This design comes from an exercise in tuning for small area, a short achievable clock period and few clock cycles on the open sky130 flow, not from production work. Where RTL was checked, it was by simulation tests only, not by an equivalence proof against the original. The RTL of run 1 was laid out without a check of its function. Power is estimated from default activity; no workload was simulated.

## design/flow/run.sh

```bash
#!/bin/bash
# synth_recipe.tcl (not shown) runs the flow's synth.tcl, then flattens the netlist and writes it again
# the make line also repeats each setting of config.mk as NAME=value (left out here)
make -C /OpenROAD-flow-scripts/flow DESIGN_CONFIG=/design/flow/config.mk WORK_HOME=/design/flow/orfs CLKGATE_MAP_FILE= SYNTH_SCRIPT=/design/flow/synth_recipe.tcl finish
```

## design/flow/config.mk

```make
export PLATFORM = sky130hd
export DESIGN_NAME = battery_level_estimator
export DESIGN_NICKNAME = battery_level_estimator
export VERILOG_FILES = /design/flow/design.v
export SDC_FILE = /design/flow/constraint.sdc
export NUM_CORES = 4
export LEC_CHECK = 0
export CAP_MARGIN = 20
export CORE_MARGIN = 2
export CORE_UTILIZATION = 60
export CTS_BUF_LIST = sky130_fd_sc_hd__clkbuf_4
export SETUP_SLACK_MARGIN = 5
export SLEW_MARGIN = 20
```

## design/flow/constraint.sdc

```tcl
create_clock -name core_clock -period 10.0 [get_ports {clk}]
set_input_delay 2.0000 -clock core_clock [delete_from_list [all_inputs] [get_ports {clk}]]
set_output_delay 2.0000 -clock core_clock [all_outputs]
set_load 0.01 [all_outputs]
```

## design/flow/design.v

```verilog
`default_nettype none
module ble_div4_step #(
  parameter int W = 7
) (
  input  wire logic [W-1:0] t,
  input  wire logic [W-1:0] d1,
  input  wire logic [W-1:0] d2,
  input  wire logic [W-1:0] d3,
  output logic [1:0]        digit,
  output logic [W-1:0]      rem
);
  logic [W:0] s1, s2, s3;
  assign s1 = {1'b0, t} - {1'b0, d1};
  assign s2 = {1'b0, t} - {1'b0, d2};
  assign s3 = {1'b0, t} - {1'b0, d3};
  always_comb begin
    if (!s3[W]) begin
      digit = 2'd3;
      rem = s3[W-1:0];
    end else if (!s2[W]) begin
      digit = 2'd2;
      rem = s2[W-1:0];
    end else if (!s1[W]) begin
      digit = 2'd1;
      rem = s1[W-1:0];
    end else begin
      digit = 2'd0;
      rem = t;
    end
  end
endmodule
`default_nettype wire
`default_nettype none
module battery_level_estimator (
  input  wire logic        clk,
  input  wire logic        rst_n,
  input  wire logic        in_valid,
  output logic             in_ready,
  input  wire logic [11:0] in_raw_sample,
  input  wire logic        in_sample_ok,
  output logic             out_valid,
  input  wire logic        out_ready,
  output logic [13:0]      out_filtered_mv,
  output logic [13:0]      out_cell_mv,
  output logic [11:0]      out_average_raw,
  output logic [6:0]       out_charge_percent,
  output logic             out_status,
  input  wire logic        cfg_we,
  input  wire logic [2:0]  cfg_index,
  input  wire logic [11:0] cfg_wdata
);
  logic [3:0]  lenm1_r, lenm1_n;
  logic [11:0] fs_r;
  logic [2:0]  num_r, den_r;
  logic [4:0]  ema_r;
  logic [13:0] fs3_r;
  logic [4:0]  den3_r;
  logic [6:0]  ema3_r;
  always_comb begin
    lenm1_n = lenm1_r;
    if (cfg_we && cfg_index == 3'd0) begin
      if (cfg_wdata[4:0] == 5'd0) lenm1_n = 4'd0;
      else if (cfg_wdata[4] && cfg_wdata[3:0] != 4'd0) lenm1_n = 4'd15;
      else lenm1_n = 4'(cfg_wdata[4:0] - 5'd1);
    end
  end
  always_ff @(posedge clk) begin
    if (!rst_n) begin
      lenm1_r <= 4'd15;
      fs_r <= 12'd2450;
      num_r <= 3'd2;
      den_r <= 3'd1;
      ema_r <= 5'd4;
    end else begin
      lenm1_r <= lenm1_n;
      if (cfg_we) begin
        case (cfg_index)
          3'd1: fs_r <= cfg_wdata;
          3'd2: num_r <= cfg_wdata[2:0];
          3'd3: den_r <= (cfg_wdata[2:0] == 3'd0) ? 3'd1 : cfg_wdata[2:0];
          3'd4: ema_r <= (cfg_wdata[4:0] == 5'd0) ? 5'd1 : cfg_wdata[4:0];
          default: ;
        endcase
      end
    end
    fs3_r <= {2'd0, fs_r} + {1'b0, fs_r, 1'b0};
    den3_r <= {2'd0, den_r} + {1'b0, den_r, 1'b0};
    ema3_r <= {2'd0, ema_r} + {1'b0, ema_r, 1'b0};
  end
  logic [3:0]  pos_r, pos_n;
  logic [15:0] sum_r, sum_add;
  logic [4:0]  cnt_r, cnt_add;
  logic [5:0]  cnt3_r, cnt3_add;
  logic        last_r, accept, load, inrdy_r, inrdy_n;
  assign in_ready = inrdy_r;
  assign accept = in_valid & in_ready;
  assign load = accept & last_r;
  assign sum_add = sum_r + (in_sample_ok ? {4'd0, in_raw_sample} : 16'd0);
  assign cnt_add = cnt_r + {4'd0, in_sample_ok};
  assign cnt3_add = cnt3_r + (in_sample_ok ? 6'd3 : 6'd0);
  always_comb begin
    pos_n = pos_r;
    if (accept) pos_n = last_r ? 4'd0 : pos_r + 4'd1;
  end
  always_ff @(posedge clk) begin
    if (!rst_n) begin
      pos_r <= 4'd0;
      sum_r <= 16'd0;
      cnt_r <= 5'd0;
      cnt3_r <= 6'd0;
      last_r <= 1'b0;
    end else begin
      pos_r <= pos_n;
      last_r <= (pos_n == lenm1_n);
      if (accept) begin
        sum_r <= last_r ? 16'd0 : sum_add;
        cnt_r <= last_r ? 5'd0 : cnt_add;
        cnt3_r <= last_r ? 6'd0 : cnt3_add;
      end
    end
  end
  localparam logic [1:0] S_IDLE = 2'd0, S_RUN = 2'd1, S_DONE = 2'd2, S_LAST = 2'd3;
  logic [1:0] stA_r, stA_n, stB_r, stB_n, stC_r, stC_n, stD_r, stD_n;
  logic       handAB, handBC, handCD;
  logic       freeA, freeB, freeC, freeD;
  assign freeD = (stD_r == S_IDLE);
  assign handCD = (stC_r == S_DONE) & freeD;
  assign freeC = (stC_r == S_IDLE) | handCD;
  assign handBC = (stB_r == S_DONE) & freeC;
  assign freeB = (stB_r == S_IDLE) | handBC;
  assign handAB = (stA_r == S_DONE) & freeB;
  assign freeA = (stA_r == S_IDLE) | handAB;
  logic nfreeB, nfreeC;
  assign nfreeC = (stC_n == S_IDLE) | ((stC_n == S_DONE) & (stD_n == S_IDLE));
  assign nfreeB = (stB_n == S_IDLE) | ((stB_n == S_DONE) & nfreeC);
  assign inrdy_n = ~(pos_n == lenm1_n) | (stA_n == S_IDLE) | ((stA_n == S_DONE) & nfreeB);
  logic [2:0]  cycA_r, cycA_n;
  logic [3:0]  RA_r, RA_n;
  logic [11:0] QA_r, QA_n;      
  logic [4:0]  nA_r, nA_n;
  logic [5:0]  n3A_r, n3A_n;
  logic [1:0]  a_q;
  logic [6:0]  a_rem;
  ble_div4_step #(.W(7)) u_avg (.t({1'b0, RA_r, QA_r[11:10]}), .d1({2'd0, nA_r}),
                                .d2({1'b0, nA_r, 1'b0}), .d3({1'b0, n3A_r}),
                                .digit(a_q), .rem(a_rem));
  always_comb begin
    stA_n = stA_r;
    cycA_n = cycA_r;
    RA_n = RA_r;
    QA_n = QA_r;
    nA_n = nA_r;
    n3A_n = n3A_r;
    case (stA_r)
      S_RUN: begin
        RA_n = a_rem[3:0];
        QA_n = {QA_r[9:0], a_q};
        cycA_n = cycA_r + 3'd1;
        if (cycA_r == 3'd5) stA_n = S_DONE;
      end
      S_DONE: if (handAB) stA_n = S_IDLE;
      default: ;
    endcase
    if (load) begin
      stA_n = S_RUN;
      cycA_n = 3'd0;
      RA_n = sum_add[15:12];
      QA_n = sum_add[11:0];
      nA_n = cnt_add;
      n3A_n = cnt3_add;
    end
  end
  always_ff @(posedge clk) begin
    if (!rst_n) begin
      stA_r <= S_IDLE;
      cycA_r <= 3'd0;
      inrdy_r <= 1'b1;
    end else begin
      stA_r <= stA_n;
      cycA_r <= cycA_n;
      inrdy_r <= inrdy_n;
    end
    RA_r <= RA_n;
    QA_r <= QA_n;
    nA_r <= nA_n;
    n3A_r <= n3A_n;
  end
  logic [2:0]  cycB_r, cycB_n;
  logic [11:0] RB_r, RB_n;      
  logic [11:0] QB_r, QB_n;      
  logic [11:0] AB_r, AB_n;      
  logic        emptyB_r, emptyB_n;
  logic [13:0] madd, ms;
  logic [12:0] adc_s;
  always_comb begin
    stB_n = stB_r;
    cycB_n = cycB_r;
    RB_n = RB_r;
    QB_n = QB_r;
    AB_n = AB_r;
    emptyB_n = emptyB_r;
    madd = 14'd0;
    ms = 14'd0;
    adc_s = 13'd0;
    case (stB_r)
      S_RUN: begin
        case (AB_r[1:0])
          2'd0: madd = 14'd0;
          2'd1: madd = {2'd0, fs_r};
          2'd2: madd = {1'b0, fs_r, 1'b0};
          default: madd = fs3_r;
        endcase
        ms = {2'd0, RB_r} + madd;
        RB_n = ms[13:2];
        QB_n = {ms[1:0], QB_r[11:2]};
        AB_n = {AB_r[1:0], AB_r[11:2]};
        cycB_n = cycB_r + 3'd1;
        if (cycB_r == 3'd5) stB_n = S_LAST;
      end
      S_LAST: begin
        adc_s = {1'b0, QB_r} + {1'b0, RB_r} + 13'd1;
        RB_n = RB_r + {11'd0, adc_s[12]};
        stB_n = S_DONE;
      end
      S_DONE: if (handBC) stB_n = S_IDLE;
      default: ;
    endcase
    if (handAB) begin
      stB_n = (nA_r == 5'd0) ? S_DONE : S_RUN;
      cycB_n = 3'd0;
      RB_n = 12'd0;
      AB_n = QA_r;
      emptyB_n = (nA_r == 5'd0);
    end
  end
  always_ff @(posedge clk) begin
    if (!rst_n) begin
      stB_r <= S_IDLE;
      cycB_r <= 3'd0;
    end else begin
      stB_r <= stB_n;
      cycB_r <= cycB_n;
    end
    RB_r <= RB_n;
    QB_r <= QB_n;
    AB_r <= AB_n;
    emptyB_r <= emptyB_n;
  end
  logic [2:0]  cycC_r, cycC_n;
  logic [14:0] QC_r, QC_n;      
  logic [2:0]  RC_r, RC_n;
  logic [11:0] avgC_r, avgC_n;
  logic        emptyC_r, emptyC_n;
  logic [14:0] sc_x;
  logic [1:0]  c_q;
  logic [4:0]  c_rem;
  assign sc_x = ({3'd0, RB_r} & {15{num_r[0]}}) + ({2'd0, RB_r, 1'b0} & {15{num_r[1]}})
              + ({1'b0, RB_r, 2'b0} & {15{num_r[2]}});
  ble_div4_step #(.W(5)) u_den (.t({RC_r, QC_r[14:13]}), .d1({2'd0, den_r}),
                                .d2({1'b0, den_r, 1'b0}), .d3(den3_r),
                                .digit(c_q), .rem(c_rem));
  always_comb begin
    stC_n = stC_r;
    cycC_n = cycC_r;
    QC_n = QC_r;
    RC_n = RC_r;
    avgC_n = avgC_r;
    emptyC_n = emptyC_r;
    case (stC_r)
      S_RUN: begin
        QC_n = {QC_r[12:0], c_q};
        RC_n = c_rem[2:0];
        cycC_n = cycC_r + 3'd1;
        if (cycC_r == 3'd6) stC_n = S_DONE;
      end
      S_DONE: if (handCD) stC_n = S_IDLE;
      default: ;
    endcase
    if (handBC) begin
      QC_n = {sc_x[13:0], sc_x[14] & (den_r == 3'd1)};
      RC_n = {2'd0, sc_x[14] & (den_r != 3'd1)};
      avgC_n = AB_r;
      emptyC_n = emptyB_r;
      cycC_n = 3'd0;
      stC_n = emptyB_r ? S_DONE : S_RUN;
    end
  end
  always_ff @(posedge clk) begin
    if (!rst_n) begin
      stC_r <= S_IDLE;
      cycC_r <= 3'd0;
    end else begin
      stC_r <= stC_n;
      cycC_r <= cycC_n;
    end
    QC_r <= QC_n;
    RC_r <= RC_n;
    avgC_r <= avgC_n;
    emptyC_r <= emptyC_n;
  end
  logic [2:0]  cycD_r, cycD_n;
  logic [13:0] QD_r, QD_n;      
  logic [4:0]  RD_r, RD_n;
  logic        negD_r, negD_n;
  logic        seedD_r, seedD_n;
  logic        emptyD_r, emptyD_n;
  logic [13:0] cellD_r, cellD_n;
  logic [11:0] avgD_r, avgD_n;
  logic [1:0]  e_q;
  logic [6:0]  e_rem;
  logic [13:0] cell_v;
  logic [14:0] d_cf, d_fc;
  logic [13:0] o_filt, o_cell;
  logic [11:0] o_avg;
  logic [6:0]  o_pct;
  logic        o_status, o_valid;
  logic        v1_r, v2_r, v3_r, v4_r;
  logic        own_ok, upd;
  logic [13:0] filt_d;
  ble_div4_step #(.W(7)) u_ema (.t({RD_r, QD_r[13:12]}), .d1({2'd0, ema_r}),
                                .d2({1'b0, ema_r, 1'b0}), .d3(ema3_r),
                                .digit(e_q), .rem(e_rem));
  assign cell_v = QC_r[14] ? 14'd16383 : QC_r[13:0];
  assign d_cf = {1'b0, cell_v} - {1'b0, o_filt};
  assign d_fc = {1'b0, o_filt} - {1'b0, cell_v};
  assign own_ok = ~v1_r & ~v2_r & ~v3_r & ~v4_r & ~o_valid;
  assign upd = (stD_r == S_LAST) & own_ok;
  always_comb begin
    stD_n = stD_r;
    cycD_n = cycD_r;
    QD_n = QD_r;
    RD_n = RD_r;
    negD_n = negD_r;
    seedD_n = seedD_r;
    emptyD_n = emptyD_r;
    cellD_n = cellD_r;
    avgD_n = avgD_r;
    case (stD_r)
      S_RUN: begin
        QD_n = {QD_r[11:0], e_q};
        RD_n = e_rem[4:0];
        cycD_n = cycD_r + 3'd1;
        if (cycD_r == 3'd6) stD_n = S_LAST;
      end
      S_LAST: if (own_ok) stD_n = S_IDLE;
      default: ;
    endcase
    if (handCD) begin
      cellD_n = cell_v;
      avgD_n = avgC_r;
      emptyD_n = emptyC_r;
      seedD_n = (o_filt == 14'd0);
      negD_n = d_cf[14];
      QD_n = d_cf[14] ? d_fc[13:0] : d_cf[13:0];
      RD_n = 5'd0;
      cycD_n = 3'd0;
      stD_n = (emptyC_r || o_filt == 14'd0) ? S_LAST : S_RUN;
    end
  end
  always_comb begin
    if (emptyD_r) filt_d = o_filt;
    else if (seedD_r) filt_d = cellD_r;
    else filt_d = negD_r ? (o_filt - QD_r) : (o_filt + QD_r);
  end
  always_ff @(posedge clk) begin
    if (!rst_n) begin
      stD_r <= S_IDLE;
      cycD_r <= 3'd0;
    end else begin
      stD_r <= stD_n;
      cycD_r <= cycD_n;
    end
    QD_r <= QD_n;
    RD_r <= RD_n;
    negD_r <= negD_n;
    seedD_r <= seedD_n;
    emptyD_r <= emptyD_n;
    cellD_r <= cellD_n;
    avgD_r <= avgD_n;
  end
  logic [3:0]  seg, t1_seg;
  logic        t1_hi, t1_lo;
  logic [1:0]  r15, t1_r15;
  logic [12:0] segmv;
  logic [8:0]  segx;
  logic [6:0]  pb_n, t2_pb;
  logic [2:0]  pm_n, t2_pm;
  logic [6:0]  t2_x;
  logic [9:0]  pa, pbb, py;
  logic [2:0]  pr, t3_r;
  function automatic [12:0] knee_mv(input [3:0] k);
    case (k)
      4'd0: knee_mv = 13'd4200;  4'd1: knee_mv = 13'd4100;  4'd2: knee_mv = 13'd4000;
      4'd3: knee_mv = 13'd3950;  4'd4: knee_mv = 13'd3900;  4'd5: knee_mv = 13'd3850;
      4'd6: knee_mv = 13'd3800;  4'd7: knee_mv = 13'd3750;  4'd8: knee_mv = 13'd3700;
      4'd9: knee_mv = 13'd3650;  4'd10: knee_mv = 13'd3600; 4'd11: knee_mv = 13'd3550;
      4'd12: knee_mv = 13'd3500; 4'd13: knee_mv = 13'd3400; 4'd14: knee_mv = 13'd3300;
      default: knee_mv = 13'd3000;
    endcase
  endfunction
  always_comb begin
    seg = 4'd15;
    for (int k = 14; k >= 1; k--) begin
      if (o_filt >= 14'(knee_mv(4'(k)))) seg = 4'(k);
    end
    r15 = (o_filt >= 14'd3225) ? 2'd3 : (o_filt >= 14'd3150) ? 2'd2 :
          (o_filt >= 14'd3075) ? 2'd1 : 2'd0;
  end
  always_comb begin
    segmv = knee_mv(t1_seg);
    segx = o_filt[8:0] - segmv[8:0];
    case (t1_seg)
      4'd1: begin pb_n = 7'd92; pm_n = 3'd4; end
      4'd2: begin pb_n = 7'd85; pm_n = 3'd3; end
      4'd3: begin pb_n = 7'd78; pm_n = 3'd6; end
      4'd4: begin pb_n = 7'd70; pm_n = 3'd7; end
      4'd5: begin pb_n = 7'd62; pm_n = 3'd7; end
      4'd6: begin pb_n = 7'd55; pm_n = 3'd6; end
      4'd7: begin pb_n = 7'd48; pm_n = 3'd6; end
      4'd8: begin pb_n = 7'd42; pm_n = 3'd5; end
      4'd9: begin pb_n = 7'd35; pm_n = 3'd6; end
      4'd10: begin pb_n = 7'd28; pm_n = 3'd6; end
      4'd11: begin pb_n = 7'd20; pm_n = 3'd7; end
      4'd12: begin pb_n = 7'd14; pm_n = 3'd5; end
      4'd13: begin pb_n = 7'd8; pm_n = 3'd2; end
      4'd14: begin pb_n = 7'd4; pm_n = 3'd1; end
      default: begin pb_n = {5'd0, t1_r15}; pm_n = 3'd0; end
    endcase
    if (t1_hi) begin
      pb_n = 7'd100;
      pm_n = 3'd0;
    end else if (t1_lo) begin
      pb_n = 7'd0;
      pm_n = 3'd0;
    end
  end
  always_comb begin
    pa = 10'd0;
    pbb = 10'd0;
    case (t2_pm)
      3'd1: pa = {1'b0, t2_x, 2'd0};                                    
      3'd2: begin pa = {1'b0, t2_x, 2'd0}; pbb = {2'd0, t2_x, 1'b0}; end    
      3'd3: begin pa = {t2_x, 3'd0}; pbb = ~{3'd0, t2_x}; end            
      3'd4: pa = {t2_x, 3'd0};                                          
      3'd5: begin pa = {t2_x, 3'd0}; pbb = {1'b0, t2_x, 2'd0}; end       
      3'd6: begin pa = {t2_x[5:0], 4'd0}; pbb = ~{2'd0, t2_x, 1'b0}; end  
      3'd7: pa = {t2_x[5:0], 4'd0};                                     
      default: ;
    endcase
    py = pa + pbb + {9'd0, t2_pm == 3'd3 || t2_pm == 3'd6};
    pr = (py >= 10'd700) ? 3'd7 : (py >= 10'd600) ? 3'd6 : (py >= 10'd500) ? 3'd5 :
         (py >= 10'd400) ? 3'd4 : (py >= 10'd300) ? 3'd3 : (py >= 10'd200) ? 3'd2 :
         (py >= 10'd100) ? 3'd1 : 3'd0;
  end
  always_ff @(posedge clk) begin
    if (!rst_n) begin
      o_valid <= 1'b0;
      o_filt <= 14'd0;
      v1_r <= 1'b0;
      v2_r <= 1'b0;
      v3_r <= 1'b0;
      v4_r <= 1'b0;
    end else begin
      o_valid <= (o_valid & ~out_ready) | v4_r;
      v1_r <= upd;
      v2_r <= v1_r;
      v3_r <= v2_r;
      v4_r <= v3_r;
      if (upd) o_filt <= filt_d;
    end
    if (upd) begin
      o_avg <= emptyD_r ? 12'd0 : avgD_r;
      o_cell <= emptyD_r ? 14'd0 : cellD_r;
      o_status <= emptyD_r;
    end
    if (v1_r) begin
      t1_seg <= seg;
      t1_hi <= (o_filt == 14'd0) || (o_filt >= 14'd4200);
      t1_lo <= (o_filt < 14'd3000);
      t1_r15 <= r15;
    end
    if (v2_r) begin
      t2_pb <= pb_n;
      t2_pm <= pm_n;
      t2_x <= segx[6:0];
    end
    if (v3_r) t3_r <= pr;
    if (v4_r) o_pct <= t2_pb + {4'd0, t3_r};
  end
  assign out_valid = o_valid;
  assign out_filtered_mv = o_filt;
  assign out_cell_mv = o_cell;
  assign out_average_raw = o_avg;
  assign out_charge_percent = o_pct;
  assign out_status = o_status;
endmodule
`default_nettype wire
```

==> results of run 1 <==
## layout by cell type, fill, tap and decap left out, types with 24 or more instances in the layout
| cell type | count |
|---|---|
| fa_1 | 31 |
| a21oi_1 | 174 |
| nand2_1 | 275 |
| inv_1 | 174 |
| nand3_1 | 44 |
| xor2_1 | 50 |
| mux2i_1 | 39 |
| nor2b_1 | 57 |
| or2_2 | 24 |
| nor2_1 | 174 |
| a31oi_1 | 28 |
| nor3_1 | 48 |
| a211oi_1 | 39 |
| dfxtp_1 | 144 |
| o21ai_0 | 138 |
| ha_1 | 199 |
| a21o_1 | 29 |
| clkdlybuf4s50_1 | 81 |
| xnor2_1 | 79 |
| and2_1 | 42 |
| clkbuf_4 | 140 |
| edfxtp_1 | 186 |
| o21a_1 | 33 |
## sequential cells by signal, indices dropped and copies added (netlist names), 14 cells and up
register / count
QC_r: 15
QD_r: 14
cellD_r: 14
fs3_r: 14
o_cell: 14
o_filt: 14
sum_r: 16
## synth_stat cells (7+ instances only)
master / count / area, µm²
dfxtp_1: 144 / 2883
o211ai_1: 14 / 105.1
and2_1: 42 / 262.8
o31a_1: 7 / 61.31
xnor2_1: 79 / 691.9
o2111ai_1: 7 / 61.31
o31ai_1: 12 / 90.09
nor4_1: 12 / 75.07
buf_1: 11 / 41.29
o21bai_1: 18 / 135.1
nor2_1: 174 / 653.1
nor2b_1: 57 / 356.6
nor3_1: 49 / 245.2
nand3b_1: 10 / 75.07
edfxtp_1: 186 / 5585
a21oi_1: 174 / 870.8
inv_1: 175 / 656.9
nand4_1: 7 / 43.79
clkbuf_1: 86 / 322.8
o22ai_1: 16 / 100.1
nand3_1: 44 / 220.2
a22o_1: 11 / 96.34
and3_1: 12 / 75.07
a21boi_0: 9 / 67.56
o21a_1: 33 / 247.7
mux2i_1: 39 / 390.4
a22oi_1: 8 / 60.06
fa_1: 31 / 620.6
nand2b_1: 23 / 143.9
a211oi_1: 39 / 292.8
a31oi_1: 28 / 175.2
nor3b_1: 8 / 60.06
or3_1: 9 / 56.30
nand2_1: 275 / 1032
or2_2: 24 / 150.1
o21ai_0: 138 / 690.7
mux2_2: 17 / 191.4
ha_1: 199 / 2490
a21o_1: 29 / 217.7
xor2_1: 50 / 437.9
o211a_1: 7 / 70.07
## worst max-delay path by stage
stage | slack (ns) | to | start
after detailed placement | 4.47 | RA_r[2]$_DFFE_PP_ | in_sample_ok
final | 5.23 | RA_r[2]$_DFFE_PP_ | in_sample_ok
after CTS | 5.32 | RA_r[2]$_DFFE_PP_ | in_sample_ok
after global placement | 4.52 | RA_r[2]$_DFFE_PP_ | in_sample_ok
after global routing | 5.05 | RA_r[2]$_DFFE_PP_ | in_sample_ok
after floorplan | 5.59 | RA_r[2]$_DFFE_PP_ | in_sample_ok
## final cells by class
type,instances,share of cell area (%)
Multi-Input combinational cell,1790,51.02
Sequential cell,330,34.96
Clock buffer,140,4.339
Timing Repair Buffer,99,3.895
Inverter,177,2.743
Tap cell,461,2.381
Clock inverter,29,0.6560
Antenna cell,1,0.01033
## where the power goes
part | internal, mW | leakage, nW | switching, mW
sequential | 1.44 | 2.83 | 0.0221
clock | 0.668 | 0.729 | 0.586
combinational | 0.111 | 6.50 | 0.139
## routing by layer
layer  GRT usage, %  vias to the layer above
met5              0                        -
met4          12.75                        0
met3          4.439                      133
met2          49.30                      510
met1          33.89                     8322
li1               -                     8744
## through the flow
stage               power [mW]  hold WS (ns)  area [µm²]
floorplan                1.671        0.3769       21910
global placement         1.734        0.3939       23010
detailed placement       1.741        0.4045       23010
CTS                      3.002        0.4185       24220
global route             3.110        0.4186       24220
finish                   2.969        0.4198       24220
## cell families (layout without fill, tap and decap cells)
family	after synthesis	in the layout	share of synthesized area (%)
AO/OA/AOI/OAI	608	608	17.72
multiplexers	56	56	2.656
adder cells (fa/ha/maj)	231	231	14.24
buffers and inverters	284	445	4.986
other	0	1	0
AND/OR/NAND/NOR	766	766	16.59
XOR/XNOR	129	129	5.157
flip-flops	330	330	38.65
## worst max-delay path, delay by kind of cell
family,cells,cell delay (ns)
mux,1,0.08
compound gates,5,1.36
fa+ha+maj,2,0.40
xor+xnor,1,0.12
simple gates,2,0.51
buf+inv,1,0.79
==> Implementation_results.wiki, run 1 <==
{| class="wikitable"
! Metric !! Value
|-
| Status || complete, no violations
|-
| Count of input and output buffers || 82
|-
| Via density per instance || 5.850
|-
| Initial Util || 61.30%
|-
| Largest fanout on the critical path || 16
|-
| Peak supply drop || 0.0001266 V
|-
| Number of synthesized flops with an enable pin || approximately 190
|-
| Clock-pin slew on the worst setup and hold paths || 0.06 ns
|-
| # clock sinks || 330
|-
| Number of buffers created by CTS || between 90 and 100
|-
| Gate count of the mapped netlist || about 2400
|-
| Slack of the worst reg-to-reg path || 5.63 ns
|-
| Sum of met2 wire segment lengths after detailed routing || 26.11 mm
|-
| Core Footprint || 35740 µm²
|-
| Sum of negative setup slack || 0 ns
|-
| Leak || 10.06 nW
|-
| Yosys Warn Count || 3
|-
| Final standard cell utilization of the core || 67.77%
|-
| Achievable Freq || 0.2095 GHz
|-
| Total nets after synthesis || between 2000 and 3000
|-
| Placer congestion estimate || 0.8934
|-
| Number of search-and-repair iterations in the first detailed-routing pass || 8
|-
| Slew of the pin with the lowest slew margin || 1.068 ns
|-
| #FFs+latches synth || 330
|-
| RSZ-0062 raised after global routing || no
|-
| Critical Path AT || 5.27 ns
|-
| Total wirelength of the detailed-routed design || approximately 53 mm
|-
| Share of layout cells above drive strength 1 || 9.123%
|-
| Antenna viol nets, final || 0
|-
| Multi-input combinational cell area || 12360 µm²
|-
| CP required || 10.50 ns
|-
| Die Ht || 195.1 µm
|-
| Maximum Capacitance Violations || 0
|-
| Worst-case setup slack after placement || 4.470 ns
|-
| X dimension of the die || a little under 200 µm
|-
| Starting DRT DRC Count || 1107
|-
| Headroom to the max-slew limit || 28.55%
|-
| Number of cells in the design after placement || 2857
|-
| Post-route clock period utilization || a little under half
|-
| Syn Area/Cell || 9.113 µm²
|-
| HP Start || avgC_r[1]$_DFFE_PP_
|-
| Post-synthesis sequential area ratio || roughly 39%
|-
| TritonCTS clock tree || built
|-
| Detail Placement HPWL || roughly 39 mm
|-
| Layout area overhead || 10.57%
|-
| Hold path depth || 0
|-
| Async set-or-reset flop fraction in the synthesized netlist || 0%
|-
| Number of design rule violations left after detail routing || 0
|-
| Final net count || 2752
|-
| Final setup margin || 5.227 ns
|-
| Skew-Pair Late Insertion Delay || 0.78 ns
|-
| Cells resized by post-CTS repair || 0
|-
| Final max-slew violation count || 0
|-
| Number of setup buffers added after CTS || 0
|-
| Overall fraction of global-route tracks in use || 28.04%
|-
| Wire length of the first global-routing pass || slightly below 90 mm
|-
| I/O pin cnt || 83
|-
| Worst-case clock buffer depth || 3
|-
| H-tree level count || 3
|-
| M1 WL || 22.40 mm
|-
| Overall die area || approximately 38000 µm²
|-
| Number of global-route vias before repair || approximately 17000
|-
| Total number of vias || 17710
|-
| CTS Hold Bufs || 0
|-
| Element type at the critical path end || flop
|-
| Initial antenna violation count || 1
|-
| Overflow after GRT || 0
|-
| Delay of the slowest cell on the worst path || slightly above 0.8 ns
|-
| Setup clock skew after layout || 0.04703 ns
|-
| Cell area after synthesis || 21910 µm²
|-
| Standard-cell rows || 69
|-
| Pin count of the biggest net entering global routing || 57
|-
| Number of filler instances in the final layout || 2984
|-
| Ys flop type || edfxtp_1
|-
| Capture point of the worst reg-to-reg path || t3_r[0]$_SDFFCE_PP1P_
|-
| Number of cells traversed by the worst register-to-register path || 13
|-
| Cell seen most often among critical-path stages || a21oi_1
|-
| Cell area power density || 122.6 nW/µm²
|-
| End of the worst hold path || avgD_r[1]$_DFFE_PP_
|-
| Synth unique cells || 81
|-
| Clock root buffer master || clkbuf_4
|-
| Final Hold Vio Count || 0
|-
| Final routed wire length divided by cell count || 17.53 µm
|-
| Number of standard cells in the layout, taps in and fillers out || around 3000
|-
| Met3 Routed Length || ~2.4 mm
|-
| Type of element launching the critical path || input port
|-
| Type of the setup path with the least slack || input port to flop
|-
| Beginning of the worst register-to-register path || t2_pm[0]$_SDFFCE_PP0P_
|-
| CP cell instances || clkdlybuf4s50_1 > and2_1 > ha_1 > fa_1 > a21o_1 > a21oi_1 > o21bai_1 > a21oi_1 > o311ai_0 > and3_1 > xnor2_1 > mux2i_1
|-
| Shortest clock period the worst path allows after layout || 4.773 ns
|-
| Top Metal Used || met4
|-
| Critical-path cell with the highest stage delay || o311ai_0
|-
| Path class of the lowest-slack min-delay path || flop to flop
|-
| Area taken by flip-flops and latches || 8468 µm²
|-
| Number of setup violations in the final report || 0
|}
==> run 2: changes to the inputs <==
--- a/design/flow/design.v
+++ b/design/flow/design.v
@@ -87,17 +87,31 @@
     den3_r <= {2'd0, den_r} + {1'b0, den_r, 1'b0};
     ema3_r <= {2'd0, ema_r} + {1'b0, ema_r, 1'b0};
   end
+  localparam logic [1:0] S_IDLE = 2'd0, S_RUN = 2'd1, S_DONE = 2'd2, S_LAST = 2'd3;
+  logic [1:0] stA_r, stA_n, stB_r, stB_n, stC_r, stC_n, stD_r, stD_n;
+  logic       handAB, handBC, handCD;
+  logic       freeA, freeB, freeC, freeD;
   logic [3:0]  pos_r, pos_n;
+  logic [11:0] smp_r;
+  logic        ok_r, vld_r, lst_r, pend_r, pend_n;
   logic [15:0] sum_r, sum_add;
   logic [4:0]  cnt_r, cnt_add;
   logic [5:0]  cnt3_r, cnt3_add;
-  logic        last_r, accept, load, inrdy_r, inrdy_n;
+  logic        last_r, accept, load, done_burst, inrdy_r, inrdy_n;
+  logic [15:0] ld_sum;
+  logic [4:0]  ld_cnt;
+  logic [5:0]  ld_cnt3;
   assign in_ready = inrdy_r;
   assign accept = in_valid & in_ready;
-  assign load = accept & last_r;
-  assign sum_add = sum_r + (in_sample_ok ? {4'd0, in_raw_sample} : 16'd0);
-  assign cnt_add = cnt_r + {4'd0, in_sample_ok};
-  assign cnt3_add = cnt3_r + (in_sample_ok ? 6'd3 : 6'd0);
+  assign sum_add = sum_r + (ok_r ? {4'd0, smp_r} : 16'd0);
+  assign cnt_add = cnt_r + {4'd0, ok_r};
+  assign cnt3_add = cnt3_r + (ok_r ? 6'd3 : 6'd0);
+  assign done_burst = vld_r & lst_r;
+  assign load = (done_burst | pend_r) & freeA;
+  assign pend_n = (done_burst | pend_r) & ~freeA;
+  assign ld_sum = pend_r ? sum_r : sum_add;
+  assign ld_cnt = pend_r ? cnt_r : cnt_add;
+  assign ld_cnt3 = pend_r ? cnt3_r : cnt3_add;
   always_comb begin
     pos_n = pos_r;
     if (accept) pos_n = last_r ? 4'd0 : pos_r + 4'd1;
@@ -109,20 +123,28 @@
       cnt_r <= 5'd0;
       cnt3_r <= 6'd0;
       last_r <= 1'b0;
+      vld_r <= 1'b0;
+      lst_r <= 1'b0;
+      pend_r <= 1'b0;
     end else begin
       pos_r <= pos_n;
       last_r <= (pos_n == lenm1_n);
-      if (accept) begin
-        sum_r <= last_r ? 16'd0 : sum_add;
-        cnt_r <= last_r ? 5'd0 : cnt_add;
-        cnt3_r <= last_r ? 6'd0 : cnt3_add;
+      vld_r <= accept;
+      lst_r <= accept & last_r;
+      pend_r <= pend_n;
+      if (load) begin
+        sum_r <= 16'd0;
+        cnt_r <= 5'd0;
+        cnt3_r <= 6'd0;
+      end else if (vld_r) begin
+        sum_r <= sum_add;
+        cnt_r <= cnt_add;
+        cnt3_r <= cnt3_add;
       end
     end
+    smp_r <= in_raw_sample;
+    ok_r <= in_sample_ok;
   end
-  localparam logic [1:0] S_IDLE = 2'd0, S_RUN = 2'd1, S_DONE = 2'd2, S_LAST = 2'd3;
-  logic [1:0] stA_r, stA_n, stB_r, stB_n, stC_r, stC_n, stD_r, stD_n;
-  logic       handAB, handBC, handCD;
-  logic       freeA, freeB, freeC, freeD;
   assign freeD = (stD_r == S_IDLE);
   assign handCD = (stC_r == S_DONE) & freeD;
   assign freeC = (stC_r == S_IDLE) | handCD;
@@ -130,10 +152,11 @@
   assign freeB = (stB_r == S_IDLE) | handBC;
   assign handAB = (stA_r == S_DONE) & freeB;
   assign freeA = (stA_r == S_IDLE) | handAB;
-  logic nfreeB, nfreeC;
+  logic nfreeA, nfreeB, nfreeC;
   assign nfreeC = (stC_n == S_IDLE) | ((stC_n == S_DONE) & (stD_n == S_IDLE));
   assign nfreeB = (stB_n == S_IDLE) | ((stB_n == S_DONE) & nfreeC);
-  assign inrdy_n = ~(pos_n == lenm1_n) | (stA_n == S_IDLE) | ((stA_n == S_DONE) & nfreeB);
+  assign nfreeA = (stA_n == S_IDLE) | ((stA_n == S_DONE) & nfreeB);
+  assign inrdy_n = ~((pend_n | (accept & last_r)) & ~nfreeA);
   logic [2:0]  cycA_r, cycA_n;
   logic [3:0]  RA_r, RA_n;
   logic [11:0] QA_r, QA_n;      
@@ -164,10 +187,10 @@
     if (load) begin
       stA_n = S_RUN;
       cycA_n = 3'd0;
-      RA_n = sum_add[15:12];
-      QA_n = sum_add[11:0];
-      nA_n = cnt_add;
-      n3A_n = cnt3_add;
+      RA_n = ld_sum[15:12];
+      QA_n = ld_sum[11:0];
+      nA_n = ld_cnt;
+      n3A_n = ld_cnt3;
     end
   end
   always_ff @(posedge clk) begin
==> design/flow/flow/run.sh (new file) <==
#!/bin/bash
set -euo pipefail
bash standard.sh SETUP_SLACK_MARGIN=6.5 finish > flow_make.log 2>&1
==> design/flow/standard.sh (new file) <==
#!/bin/bash
# synth_recipe.tcl (not shown) runs the flow's synth.tcl, then flattens the netlist and writes it again
# the make line also repeats each setting of config.mk as NAME=value (left out here)
make -C /OpenROAD-flow-scripts/flow DESIGN_CONFIG=/design/flow/config.mk WORK_HOME=/design/flow/orfs CLKGATE_MAP_FILE= SYNTH_SCRIPT=/design/flow/synth_recipe.tcl "${@:-finish}"
--- a/design/flow/config.mk
+++ b/design/flow/config.mk
@@ -9,5 +9,4 @@
 export CORE_MARGIN = 2
 export CORE_UTILIZATION = 60
 export CTS_BUF_LIST = sky130_fd_sc_hd__clkbuf_4
-export SETUP_SLACK_MARGIN = 5
 export SLEW_MARGIN = 20
removed: design/flow/run.sh
==> Implementation_results.wiki, run 2 <==
{| class="wikitable"
! Metric !! Value
|-
| Status || complete, no violations
|-
| Count of input and output buffers || about 80
|-
| Shortest clock period the worst path allows after layout || 3.418 ns
|-
| Initial Util || 60.98%
|-
| Number of setup violations in the final report || 0
|-
| Final Power || 2.924 mW
|-
| Max FFs per register || 16
|-
| Most repeated cell in the gate-level netlist after synthesis || nand2_1
|-
| CP cell instances || buf_6 > clkdlybuf4s15_2
|-
| Sw Ratio || 24.11%
|-
| Detail Placement HPWL || about 37 mm
|-
| Yosys top cell by area || edfxtp_1
|-
| Adder-cell area share of the yosys netlist || 14.03%
|-
| RSZ-0062 raised after global routing || yes
|-
| Clock-pin slew on the worst setup and hold paths || 0.06 ns
|-
| H-tree level count || 3
|-
| Part of the power in registers || 51.7%
|-
| Starting DRT DRC Count || 992
|-
| Biggest regs || sum_r: 16 flops, QC_r: 15 flops
|-
| Sum of negative setup slack || 0 ns
|-
| Share of layout cells above drive strength 1 || 13.25%
|-
| Standard-cell rows || 70
|-
| Commonest non-fill, non-tap cell in the layout || nand2_1
|-
| Worst-case clock buffer depth || 3
|-
| Total number of vias || 17560
|-
| Biggest register || sum_r
|-
| Clock share of power || between 40 and 50%
|-
| Launching instance or port of the critical path || o_filt[10]$_SDFFE_PN0P_
|-
| Critical Path AT || 1.42 ns
|-
| Element type at the critical path end || primary output
|-
| Psw || just over 700 µW
|-
| Number of buffer and inverter stages on the critical path || 2
|-
| Core Footprint || 36610 µm²
|-
| Share of cell area taken by muxes after synthesis || about 3.3%
|-
| Largest fanout on the critical path || 2
|-
| Total wirelength of the detailed-routed design || 51.25 mm
|-
| Layout area overhead || 12.76%
|-
| #FFs+latches synth || 346
|-
| I/O pin cnt || 83
|-
| Headroom to the max-slew limit || 25.27%
|-
| Compound-cell area share of the yosys netlist || about 16%
|-
| Type of element launching the critical path || flop
|-
| Number of cells in the design after placement || 2870
|-
| CTS Hold Bufs || 0
|-
| Number of buffers created by CTS || 94
|-
| Gate count of the mapped netlist || 2401
|-
| Overall fraction of global-route tracks in use || 26.63%
|-
| Leak || 10.62 nW
|-
| Achievable Freq || 0.2926 GHz
|-
| Peak supply drop || between 0.0001 and 0.00015 V
|-
| Number of global-route vias before repair || 17100
|-
| Synth unique cells || 93
|-
| Yosys Warn Count || 3
|-
| Via density per instance || 5.694
|-
| Number of search-and-repair iterations in the first detailed-routing pass || 5
|-
| X dimension of the die || 196.9 µm
|-
| Final routed wire length divided by cell count || 16.62 µm
|-
| CP required || 8.00 ns
|-
| Pin count of the biggest net entering global routing || 69
|-
| Beginning of the worst register-to-register path || t2_pm[1]$_SDFFCE_PP0P_
|-
| Setup clock skew after layout || 0.04698 ns
|-
| TritonCTS clock tree || built
|-
| Top library cells by usage in the layout, fill and taps aside || nand2_1 (263), ha_1 (194), nor2_1 (187)
|-
| Initial antenna violation count || 2
|-
| Cell area power density || approximately 120 nW/µm²
|-
| Maximum Capacitance Violations || 0
|-
| Final max-slew violation count || 0
|-
| Critical-path cell with the highest stage delay || dfxtp_1
|-
| Area share of xor/xnor cells in the synthesized design || 5.834%
|-
| Die Ht || 196.9 µm
|-
| Ys flop type || edfxtp_1
|-
| Commonest cells in the netlist || nand2_1 (264), ha_1 (200), nor2_1 (187)
|-
| # clock sinks || around 350
|-
| Final net count || 2796
|-
| Path class of the lowest-slack min-delay path || flop to flop
|-
| Combinational share of power || roughly 4.6%
|-
| Type of the setup path with the least slack || flop to primary output
|-
| Main combinational cell family by area after synthesis || compound AO/OA/AOI/OAI gates
|-
| Skew-Pair Late Insertion Delay || 0.81 ns
|-
| HP Start || avgC_r[3]$_DFFE_PP_
|-
| Number of synthesized flops with an enable pin || 186
|-
| Async set-or-reset flop fraction in the synthesized netlist || 0%
|-
| Delay of the slowest cell on the worst path || 0.33 ns
|-
| Post-synthesis sequential area ratio || 39.37%
|-
| Synth top area share || roughly a quarter
|-
| Final Hold Vio Count || 0
|-
| Overall die area || 38770 µm²
|-
| Total nets after synthesis || 2665
|-
| Kind of cell adding the most delay to the critical path || flip-flops
|-
| Number of standard cells in the layout, taps in and fillers out || 3083
|-
| Post-route clock period utilization || approximately 34%
|-
| Overflow after GRT || 0
|-
| Number of design rule violations left after detail routing || 0
|-
| Top post-synthesis cells by area || edfxtp_1 (25%), dfxtp_1 (14%), ha_1 (11%), nand2_1 (4.4%), a21oi_1 (3.5%)
|-
| Wire length of the first global-routing pass || 83.68 mm
|-
| Simple-gate share of the synthesized area || 16.12%
|-
| Cell area after synthesis || between 20000 and 25000 µm²
|-
| Clock root buffer master || clkbuf_4
|-
| Slew of the pin with the lowest slew margin || between 1 and 1.5 ns
|-
| Syn Area/Cell || 9.298 µm²
|-
| Placer congestion estimate || ~0.88
|-
| Antenna viol nets, final || 0
|-
| Internal power contribution || 2.219 mW
|}
[run 2: per-layer routing]
metal / vias up / wire length, µm / track usage (%) / share of wire (%)
li1: 8776 / - / - / -
met1: 8275 / 22590 / 33.83 / 44
met2: 406 / 24750 / 45.56 / 48
met3: 99 / 2543 / 4.825 / 5.0
met4: 0 / 1365 / 9.607 / 2.7
met5: - / 0 / 0 / 0
[run 2: power by group through the flow]
| stage | Combinational (mW) | Sequential [mW] | Clock (mW) |
|---|---|---|---|
| 6_report | 0.134 | 1.51 | 1.28 |
| 5_1_grt | 0.151 | 1.51 | 1.39 |
| 4_1_cts | 0.134 | 1.51 | 1.32 |
| 3_5_place_dp | 0.133 | 1.55 | 0 |
| 3_3_place_gp | 0.129 | 1.54 | 0 |
| 2_1_floorplan | 0.0977 | 1.54 | 0 |
[run 2: worst paths after layout]
check / depth (start not counted) / to / slack, ns
setup / recovery: 2 / out_filtered_mv[10] / 6.58
hold / removal: 0 / avgD_r[3]$_DFFE_PP_ / 0.42
setup reg to reg: 14 / t3_r[0]$_SDFFCE_PP1P_ / 6.61
hold reg to reg: 0 / avgD_r[3]$_DFFE_PP_ / 0.42
[run 2: kinds of logic (layout without fill, tap and decap cells)]
logic type,Yosys count,count (layout)
adders and majority gates,232,232
xor gates and xnor gates,147,147
AOI/OAI and AO/OA,569,569
buffers and inverters,275,483
DFF,346,346
and+or+nand+nor,760,763
muxes,72,72
other,0,3
[run 2: area by class of cell]
type,count,area (µm²)
multi-input combinational,1783,12660
fill,3008,11440
sequential,346,8838
timing repair buffer,129,1161
clock buffer,135,1013
inverter,178,696.9
tap,468,585.6
clock inverter,41,214.0
antenna,3,7.507
[run 2: stage by stage]
step / hold WS, ns / area [µm²] / util (%) / setup WS [ns]
after floorplan: 0.3769 / 22360 / - / 6.528
after global placement: 0.4003 / 23470 / 64.09 / 5.789
after detailed placement: 0.4056 / 23470 / 64.09 / 5.769
after CTS: 0.4199 / 24910 / 68.05 / 6.270
after global routing: 0.4330 / 25170 / 68.76 / 6.324
final: 0.4184 / 25170 / 68.76 / 6.582
[run 2: timing repair]
item	4_1_cts	5_1_grt
pin swaps	1	4
buffers inserted	21	9
gates resized for setup	150	57
cloned	3	0
setup endpoints to repair	141	99
Testbench counts of run 2, summed over its fixed seeds: cycles 8,978.
==> run 3: changes to the inputs <==
==> design/flow/flow/run.sh (replaced) <==
#!/bin/bash
set -euo pipefail
bash standard.sh SETUP_SLACK_MARGIN=6.7 finish > flow_make.log 2>&1
--- a/design/flow/config.mk
+++ b/design/flow/config.mk
@@ -8,5 +8,4 @@
 export CAP_MARGIN = 20
 export CORE_MARGIN = 2
 export CORE_UTILIZATION = 60
-export CTS_BUF_LIST = sky130_fd_sc_hd__clkbuf_4
 export SLEW_MARGIN = 20
==> Implementation_results.wiki, run 3 <==
{| class="wikitable"
! Metric !! Value
|-
| Status || complete, no violations
|-
| Number of buffer and inverter stages on the critical path || 2
|-
| Number of buffers created by CTS || 39
|-
| Peak supply drop || 0.0002178 V
|-
| Slew of the pin with the lowest slew margin || 1.158 ns
|-
| RSZ-0062 raised after global routing || yes
|-
| Number of filler instances in the final layout || 2901
|-
| Maximum Capacitance Violations || 0
|-
| Final Power || 3.156 mW
|-
| Top library cells by usage in the layout, fill and taps aside || nand2_1 (263), ha_1 (187), edfxtp_1 (186)
|-
| Commonest cells in the netlist || nand2_1 (264), ha_1 (200), nor2_1 (187)
|-
| Shortest clock period the worst path allows after layout || 3.285 ns
|-
| Critical-path cell with the highest stage delay || edfxtp_1
|-
| Number of setup violations in the final report || 0
|-
| Overall fraction of global-route tracks in use || around 27%
|-
| H-tree level count || 2
|-
| Final Hold Vio Count || 0
|-
| Biggest regs || sum_r: 16 flops, QC_r: 15 flops
|-
| Placer congestion estimate || 0.8924
|-
| Critical Path AT || 3.59 ns
|-
| # clock sinks || 346
|-
| Leak || 10.78 nW
|-
| Wire length of the first global-routing pass || 84.61 mm
|-
| Layout area overhead || 15.37%
|-
| Core Footprint || 36610 µm²
|-
| Yosys Warn Count || 3
|-
| Post-synthesis sequential area ratio || 39.37%
|-
| Skew-Pair Late Insertion Delay || 0.58 ns
|-
| Headroom to the max-slew limit || 22.62%
|-
| Commonest non-fill, non-tap cell in the layout || nand2_1
|-
| Synth top area share || 25.02%
|-
| Yosys top cell by area || edfxtp_1
|-
| Overflow after GRT || 0
|-
| Detail Placement HPWL || 36.63 mm
|-
| Gate count of the mapped netlist || ~2400
|-
| Type of the setup path with the least slack || flop to flop
|-
| Final routed wire length divided by cell count || 17.35 µm
|-
| Kind of cell adding the most delay to the critical path || simple AND/OR/NAND/NOR gates
|-
| Simple-gate share of the synthesized area || between 10% and 20%
|-
| Initial Util || 60.98%
|-
| Number of synthesized flops with an enable pin || 186
|-
| Count of input and output buffers || around 80
|-
| Final standard cell utilization of the core || 70.36%
|-
| X dimension of the die || 196.9 µm
|-
| Compound-cell area share of the yosys netlist || 16.34%
|-
| Number of diodes added for antenna fixing || 0
|-
| Top post-synthesis cells by area || edfxtp_1 (25%), dfxtp_1 (14%), ha_1 (11%), nand2_1 (4.4%), a21oi_1 (3.5%)
|-
| Clock root buffer master || clkbuf_16
|-
| CP cell instances || buf_4 > clkinvlp_4 > nand3_1 > o21ai_0 > nand2_1 > o21ai_0 > ha_1 > nand3_1 > or3_1 > nand3b_1 > xor2_2 > and2_1 > o21a_1 > nor2_2 > a2111oi_2 > nor3_2
|-
| Type of element launching the critical path || flop
|-
| Syn Area/Cell || 9.298 µm²
|-
| Clock-pin slew on the worst setup and hold paths || 0.06 ns
|-
| Ys flop type || edfxtp_1
|-
| Adder-cell area share of the yosys netlist || 14.03%
|-
| Cell area after synthesis || ~22000 µm²
|-
| Via density per instance || 5.796
|-
| Cell area power density || 122.5 nW/µm²
|-
| Final max-slew violation count || 0
|-
| Initial antenna violation count || 0
|-
| Starting DRT DRC Count || ~1100
|-
| Number of design rule violations left after detail routing || 0
|-
| Worst hold slack after final layout || 0.4190 ns
|-
| Number of global-route vias before repair || around 17000
|-
| Max FFs per register || 16
|-
| CP required || between 10 and 15 ns
|-
| Overall die area || 38770 µm²
|-
| Path class of the lowest-slack min-delay path || flop to flop
|-
| Worst-case clock buffer depth || 3
|-
| Final net count || 2767
|-
| Area share of xor/xnor cells in the synthesized design || 5.834%
|-
| Biggest register || sum_r
|-
| Element type at the critical path end || flop
|-
| Most repeated cell in the gate-level netlist after synthesis || nand2_1
|-
| Share of cell area taken by muxes after synthesis || 3.335%
|-
| Antenna viol nets, final || 0
|-
| #FFs+latches synth || between 300 and 400
|-
| Die Ht || 196.9 µm
|-
| Largest fanout on the critical path || 6
|-
| Delay of the slowest cell on the worst path || approximately 0.36 ns
|-
| Number of search-and-repair iterations in the first detailed-routing pass || 5
|-
| Standard-cell rows || 70
|-
| Total wirelength of the detailed-routed design || 52.09 mm
|-
| Pin count of the biggest net entering global routing || 69
|-
| Async set-or-reset flop fraction in the synthesized netlist || 0%
|-
| Sum of negative setup slack || 0 ns
|-
| Main combinational cell family by area after synthesis || compound AO/OA/AOI/OAI gates
|-
| Total nets after synthesis || about 2700
|-
| Synth unique cells || 93
|-
| Share of layout cells above drive strength 1 || 12.19%
|-
| Total number of vias || about 17000
|-
| Post-route clock period utilization || 32.85%
|-
| Setup clock skew after layout || approximately 0.02 ns
|-
| TritonCTS clock tree || built
|-
| I/O pin cnt || 83
|-
| Achievable Freq || between 0.3 and 0.4 GHz
|-
| CTS Hold Bufs || 0
|}
[run 3: power by group]
| part | leakage [nW] | internal (mW) | total [mW] | switching (mW) |
|---|---|---|---|---|
| combinational | 7.11 | 0.0634 | 0.136 | 0.0729 |
| sequential | 3.01 | 1.50 | 1.51 | 0.0138 |
| clock | 0.662 | 0.904 | 1.51 | 0.604 |
| total | 10.8 | 2.47 | 3.16 | 0.691 |
[run 3: per-stage QoR]
stage               instance area [µm²]  instances  worst slack [ns]
finish                            25760       3002             6.715
floorplan                         22370       2401             6.529
global route                      25760       3002             6.496
CTS                               25230       2973             6.696
detailed placement                23430       2865             5.728
global placement                  23430       2865             5.834
[run 3: worst register-to-register path, stage by stage (launching register included)]
cell and delay, ns:
edfxtp_1 0.36, buf_4 0.14, clkinvlp_4 0.13, nand3_1 0.11
o21ai_0 0.09, nand2_1 0.07, o21ai_0 0.09, ha_1 0.35
nand3_1 0.11, or3_1 0.36, nand3b_1 0.15, xor2_2 0.25
and2_1 0.21, o21a_1 0.14, nor2_2 0.05, a2111oi_2 0.33
nor3_2 0.09
[run 3: cell families after synthesis]
logic type                 count (synthesis)
buffers and inverters                    275
adders and majority gates                232
DFF                                      346
xor gates and xnor gates                 147
and+or+nand+nor                          760
muxes                                     72
AOI/OAI and AO/OA                        569
[run 3: final cells by class]
class / count / area, µm² / area share (%)
clock buffers: 52 / 1045 / 4.056
inverters: 178 / 711.9 / 2.764
repair buffers: 155 / 1355 / 5.261
multi-input cells: 1783 / 12880 / 50.02
flip-flops and latches: 346 / 8856 / 34.38
well taps: 468 / 585.6 / 2.273
clock inverters: 20 / 319.1 / 1.239
[run 3: layer usage]
layer,global-route usage (%),part of all wire (%),vias up,routed length [µm]
met5,0,0,-,0
met4,8.271,2.3,0,1175
met3,3.217,4.3,94,2215
met2,47.23,50,421,25780
met1,34.82,44,8252,22910
li1,-,-,8632,-
[run 3: what timing repair did]
action                                  in CTS  in global routing
resized for setup                          132                 87
pin swaps                                    8                 32
hold endpoints to repair                     0                  0
buffers inserted                            33                 28
cloned                                       3                  0
endpoints found under the setup margin     193                 98
[run 3: worst paths after layout]
path,slack [ns],cells past startpoint,end,from
worst min-delay path,0.42,0,avgD_r[0]$_DFFE_PP_,avgC_r[0]$_DFFE_PP_
worst max-delay path,6.71,16,t3_r[0]$_SDFFCE_PP1P_,t2_pm[1]$_SDFFCE_PP0P_
worst max register to register,6.71,16,t3_r[0]$_SDFFCE_PP1P_,t2_pm[1]$_SDFFCE_PP0P_
worst min register to register,0.42,0,avgD_r[0]$_DFFE_PP_,avgC_r[0]$_DFFE_PP_
==> run 4: changes to the inputs <==
--- a/design/flow/config.mk
+++ b/design/flow/config.mk
@@ -8,4 +8,6 @@
 export CAP_MARGIN = 20
 export CORE_MARGIN = 2
 export CORE_UTILIZATION = 60
+export CTS_CLUSTER_DIAMETER = 100
+export CTS_CLUSTER_SIZE = 20
 export SLEW_MARGIN = 20
==> Implementation_results.wiki, run 4 <==
{| class="wikitable"
! Metric !! Value
|-
| Commonest cells in the netlist || nand2_1 (264), ha_1 (200), nor2_1 (187)
|-
| Core Footprint || 36610 µm²
|-
| Achievable Freq || 0.3040 GHz
|-
| Via density per instance || 5.792
|-
| Yosys Warn Count || 3
|-
| Number of global-route vias before repair || around 17000
|-
| Async set-or-reset flop fraction in the synthesized netlist || 0%
|-
| Largest fanout on the critical path || 7
|-
| Die Ht || 196.9 µm
|-
| Status || complete, no violations
|-
| Max FFs per register || 16
|-
| Pin count of the biggest net entering global routing || 69
|-
| CP cell instances || or2_2 > ha_1 > nand2b_1 > a21oi_1 > o41ai_1 > o21ai_0 > a211oi_1 > nand2_1 > a31oi_1 > xor2_1 > o21ai_1
|-
| Critical Path AT || 3.59 ns
|-
| Met2 usage || a little under half
|-
| Number of buffers created by CTS || 21
|-
| Commonest non-fill, non-tap cell in the layout || nand2_1
|-
| Beginning of the worst register-to-register path || QC_r[14]$_DFFE_PP_
|-
| RSZ-0062 raised after global routing || yes
|-
| H-tree level count || 1
|-
| Final net count || 2752
|-
| Element type at the critical path end || flop
|-
| Path class of the lowest-slack min-delay path || flop to flop
|-
| Clock share of power || roughly a third
|-
| Total number of vias || 17210
|-
| Kind of cell adding the most delay to the critical path || compound AO/OA/AOI/OAI gates
|-
| Capture point of the worst reg-to-reg path || QD_r[13]$_DFFE_PP_
|-
| HP Start || avgC_r[5]$_DFFE_PP_
|-
| Number of diodes added for antenna fixing || 0
|-
| Number of buffer and inverter stages on the critical path || 0
|-
| Number of standard cells in the layout, taps in and fillers out || 2971
|-
| Detail Placement HPWL || 36.63 mm
|-
| TritonCTS clock tree || built
|-
| Sw Ratio || 22.51%
|-
| Number of search-and-repair iterations in the first detailed-routing pass || 5
|-
| Clock-pin slew on the worst setup and hold paths || 0.09 ns
|-
| Layout area overhead || 12.43%
|-
| Final routed wire length divided by cell count || 17.42 µm
|-
| Clock root buffer master || clkbuf_16
|-
| Wire length of the first global-routing pass || 83.54 mm
|-
| Final Hold Vio Count || 0
|-
| Synth unique cells || 93
|-
| Antenna viol nets, final || 0
|-
| Top post-synthesis cells by area || edfxtp_1 (25%), dfxtp_1 (14%), ha_1 (11%), nand2_1 (4.4%), a21oi_1 (3.5%)
|-
| Final standard cell utilization of the core || 68.56%
|-
| Worst hold slack after final layout || 0.4254 ns
|-
| Peak supply drop || about 0.0001 V
|-
| Number of synthesized flops with an enable pin || 186
|-
| Final setup margin || 6.710 ns
|-
| Busiest layer in global routing || met2
|-
| Standard-cell rows || 70
|-
| Number of setup violations in the final report || 0
|-
| CTS Hold Bufs || 0
|-
| Gate count of the mapped netlist || ~2400
|-
| X dimension of the die || 196.9 µm
|-
| Worst-case clock buffer depth || 3
|-
| Type of element launching the critical path || flop
|-
| Most repeated cell in the gate-level netlist after synthesis || nand2_1
|-
| Delay of the slowest cell on the worst path || 0.51 ns
|-
| I/O pin cnt || just over 80
|-
| Final max-slew violation count || 0
|-
| Number of cells on the critical path || 11
|-
| # clock sinks || around 350
|-
| Cell area after synthesis || 22330 µm²
|-
| Worst-case setup slack after placement || 5.728 ns
|-
| Synth top area share || 25.02%
|-
| #FFs+latches synth || 346
|-
| Slack of the worst reg-to-reg path || 6.71 ns
|-
| Biggest register || sum_r
|-
| Critical-path cell with the highest stage delay || edfxtp_1
|-
| Number of cells in the design after placement || about 2900
|-
| Placer congestion estimate || around 0.89
|-
| Syn Area/Cell || 9.298 µm²
|-
| Type of the setup path with the least slack || flop to flop
|-
| Biggest regs || sum_r: 16 flops, QC_r: 15 flops
|-
| Post-route clock period utilization || around 33%
|-
| Top library cells by usage in the layout, fill and taps aside || nand2_1 (263), edfxtp_1 (186), ha_1 (186)
|-
| Post-synthesis sequential area ratio || 39.37%
|-
| Psw || 569.4 µW
|-
| Launching instance or port of the critical path || QC_r[14]$_DFFE_PP_
|-
| Initial antenna violation count || 0
|-
| Met3 track demand over resource in global routing || 2.960%
|-
| Shortest clock period the worst path allows after layout || 3.290 ns
|-
| Headroom to the max-slew limit || between 20% and 30%
|-
| Overall fraction of global-route tracks in use || 26.34%
|-
| Internal power contribution || around 2.0 mW
|-
| Number of cells traversed by the worst register-to-register path || 11
|-
| Total nets after synthesis || 2665
|-
| Global-route met1 utilization || about a third
|-
| Final Power || 2.530 mW
|-
| Share of layout cells above drive strength 1 || approximately 11%
|-
| Total non-filler cell area in the finished layout || 25100 µm²
|-
| Slew of the pin with the lowest slew margin || 1.105 ns
|-
| Part of the power in registers || 59.6%
|-
| Initial Util || 60.98%
|-
| Cell area power density || 100.8 nW/µm²
|-
| Overflow after GRT || 0
|-
| Combinational share of power || 5.4%
|-
| Skew-Pair Late Insertion Delay || 0.56 ns
|-
| Maximum Capacitance Violations || 0
|-
| Ys flop type || edfxtp_1
|-
| Overall die area || 38770 µm²
|-
| Total wirelength of the detailed-routed design || 51.75 mm
|-
| Instance area after placement || approximately 23000 µm²
|-
| End of the critical path || QD_r[13]$_DFFE_PP_
|-
| Count of input and output buffers || 82
|-
| Sum of negative setup slack || 0 ns
|-
| CP required || 10.30 ns
|-
| Number of design rule violations left after detail routing || 0
|-
| Setup clock skew after layout || just over 0.03 ns
|-
| Leak || 10.44 nW
|-
| Starting DRT DRC Count || about 1000
|-
| Yosys top cell by area || edfxtp_1
|}
[run 4: area by class of cell]
class / count / area [µm²]
clock buffer: 35 / 578.1
clock inverter: 3 / 30.03
fill: 2994 / 11510
inverter: 178 / 711.9
multi-input combinational: 1784 / 12960
sequential: 346 / 8856
tap: 468 / 585.6
timing repair buffer: 157 / 1379
[run 4: power by group through the flow]
stage	clock network, mW	registers, mW	logic [mW]
final	0.885	1.51	0.136
after global routing	0.955	1.51	0.154
after CTS	0.904	1.51	0.135
after detailed placement	0	1.55	0.133
after global placement	0	1.54	0.129
after floorplan	0	1.54	0.0977
[run 4: how the worst min path moves through the flow]
stage,endpoint,slack (ns),cells past startpoint
after floorplan,fs3_r[0]$_DFF_P_,0.38,0
final,avgD_r[5]$_DFFE_PP_,0.43,0
after detailed placement,avgD_r[10]$_DFFE_PP_,0.41,0
after global placement,avgD_r[11]$_DFFE_PP_,0.40,0
after CTS,avgD_r[10]$_DFFE_PP_,0.43,0
after global routing,avgD_r[4]$_DFFE_PP_,0.44,0
[run 4: cells by family (layout without fill, tap and decap cells)]
family | after synthesis | after routing | share of synthesized area [%]
multiplexers | 72 | 72 | 3.335
flip-flops | 346 | 346 | 39.37
XOR/XNOR | 147 | 147 | 5.834
buffers and inverters | 275 | 373 | 4.977
adder cells (fa/ha/maj) | 232 | 232 | 14.03
AND/OR/NAND/NOR | 760 | 764 | 16.12
AO/OA/AOI/OAI | 569 | 569 | 16.34
[run 4: per-layer routing]
layer  vias to the layer above  part of all wire [%]  routed length (µm)
met2                       402                    49               25260
met4                         0                   2.3                1181
met5                         -                     0                   0
met1                      8134                    44               22980
met3                        87                   4.5                2334
li1                       8586                     -                   -
[run 4: what timing repair did]
item / in CTS / in global routing
setup buffers: 38 / 25
gates cloned: 3 / 1
gates resized for setup: 133 / 98
pin swaps: 9 / 27
endpoints found under the setup margin: 195 / 94
[run 4: worst register-to-register path, cell delays in order (launching register included)]
cell and delay [ns]:
edfxtp_1 0.51, or2_2 0.42, ha_1 0.32, nand2b_1 0.13, a21oi_1 0.12, o41ai_1 0.49, o21ai_0 0.25, a211oi_1 0.28
nand2_1 0.10, a31oi_1 0.20, xor2_1 0.16, o21ai_1 0.06

afterwards: timing with drivers on the ports:
The results above use ideal ports. As a check the final layouts listed here were re-extracted and re-timed, cells and wires unchanged. Step 1, drivers: a clkbuf_16 drives clk and a buf_2 each remaining input, both assumed. Step 2 also shifts input and output timing later by t, the mid clock arrival at the registers, as if the neighbouring blocks saw the same clock. a / b / c = ideal ports / drivers / drivers and shift; a / b = the first two.
| run | t (ns) | setup slack, ns | latest minus earliest clock arrival (ns) |
|---|---|---|---|
| run 1 | 0.808 | 5.227 / 5.256 / 4.448 | 0.049 / 0.049 |
| run 2 | 0.839 | 6.582 / 6.529 / 5.789 | 0.055 / 0.055 |
| run 3 | 0.627 | 6.715 / 6.673 / 6.162 | 0.023 / 0.023 |
| run 4 | 0.595 | 6.710 / 6.686 / 6.205 | 0.030 / 0.031 |
After both steps setup and hold are still met in every run listed. For run 2, which loses most, drivers alone change the setup slack by -0.053 ns; drivers and shift together by -0.793 ns.
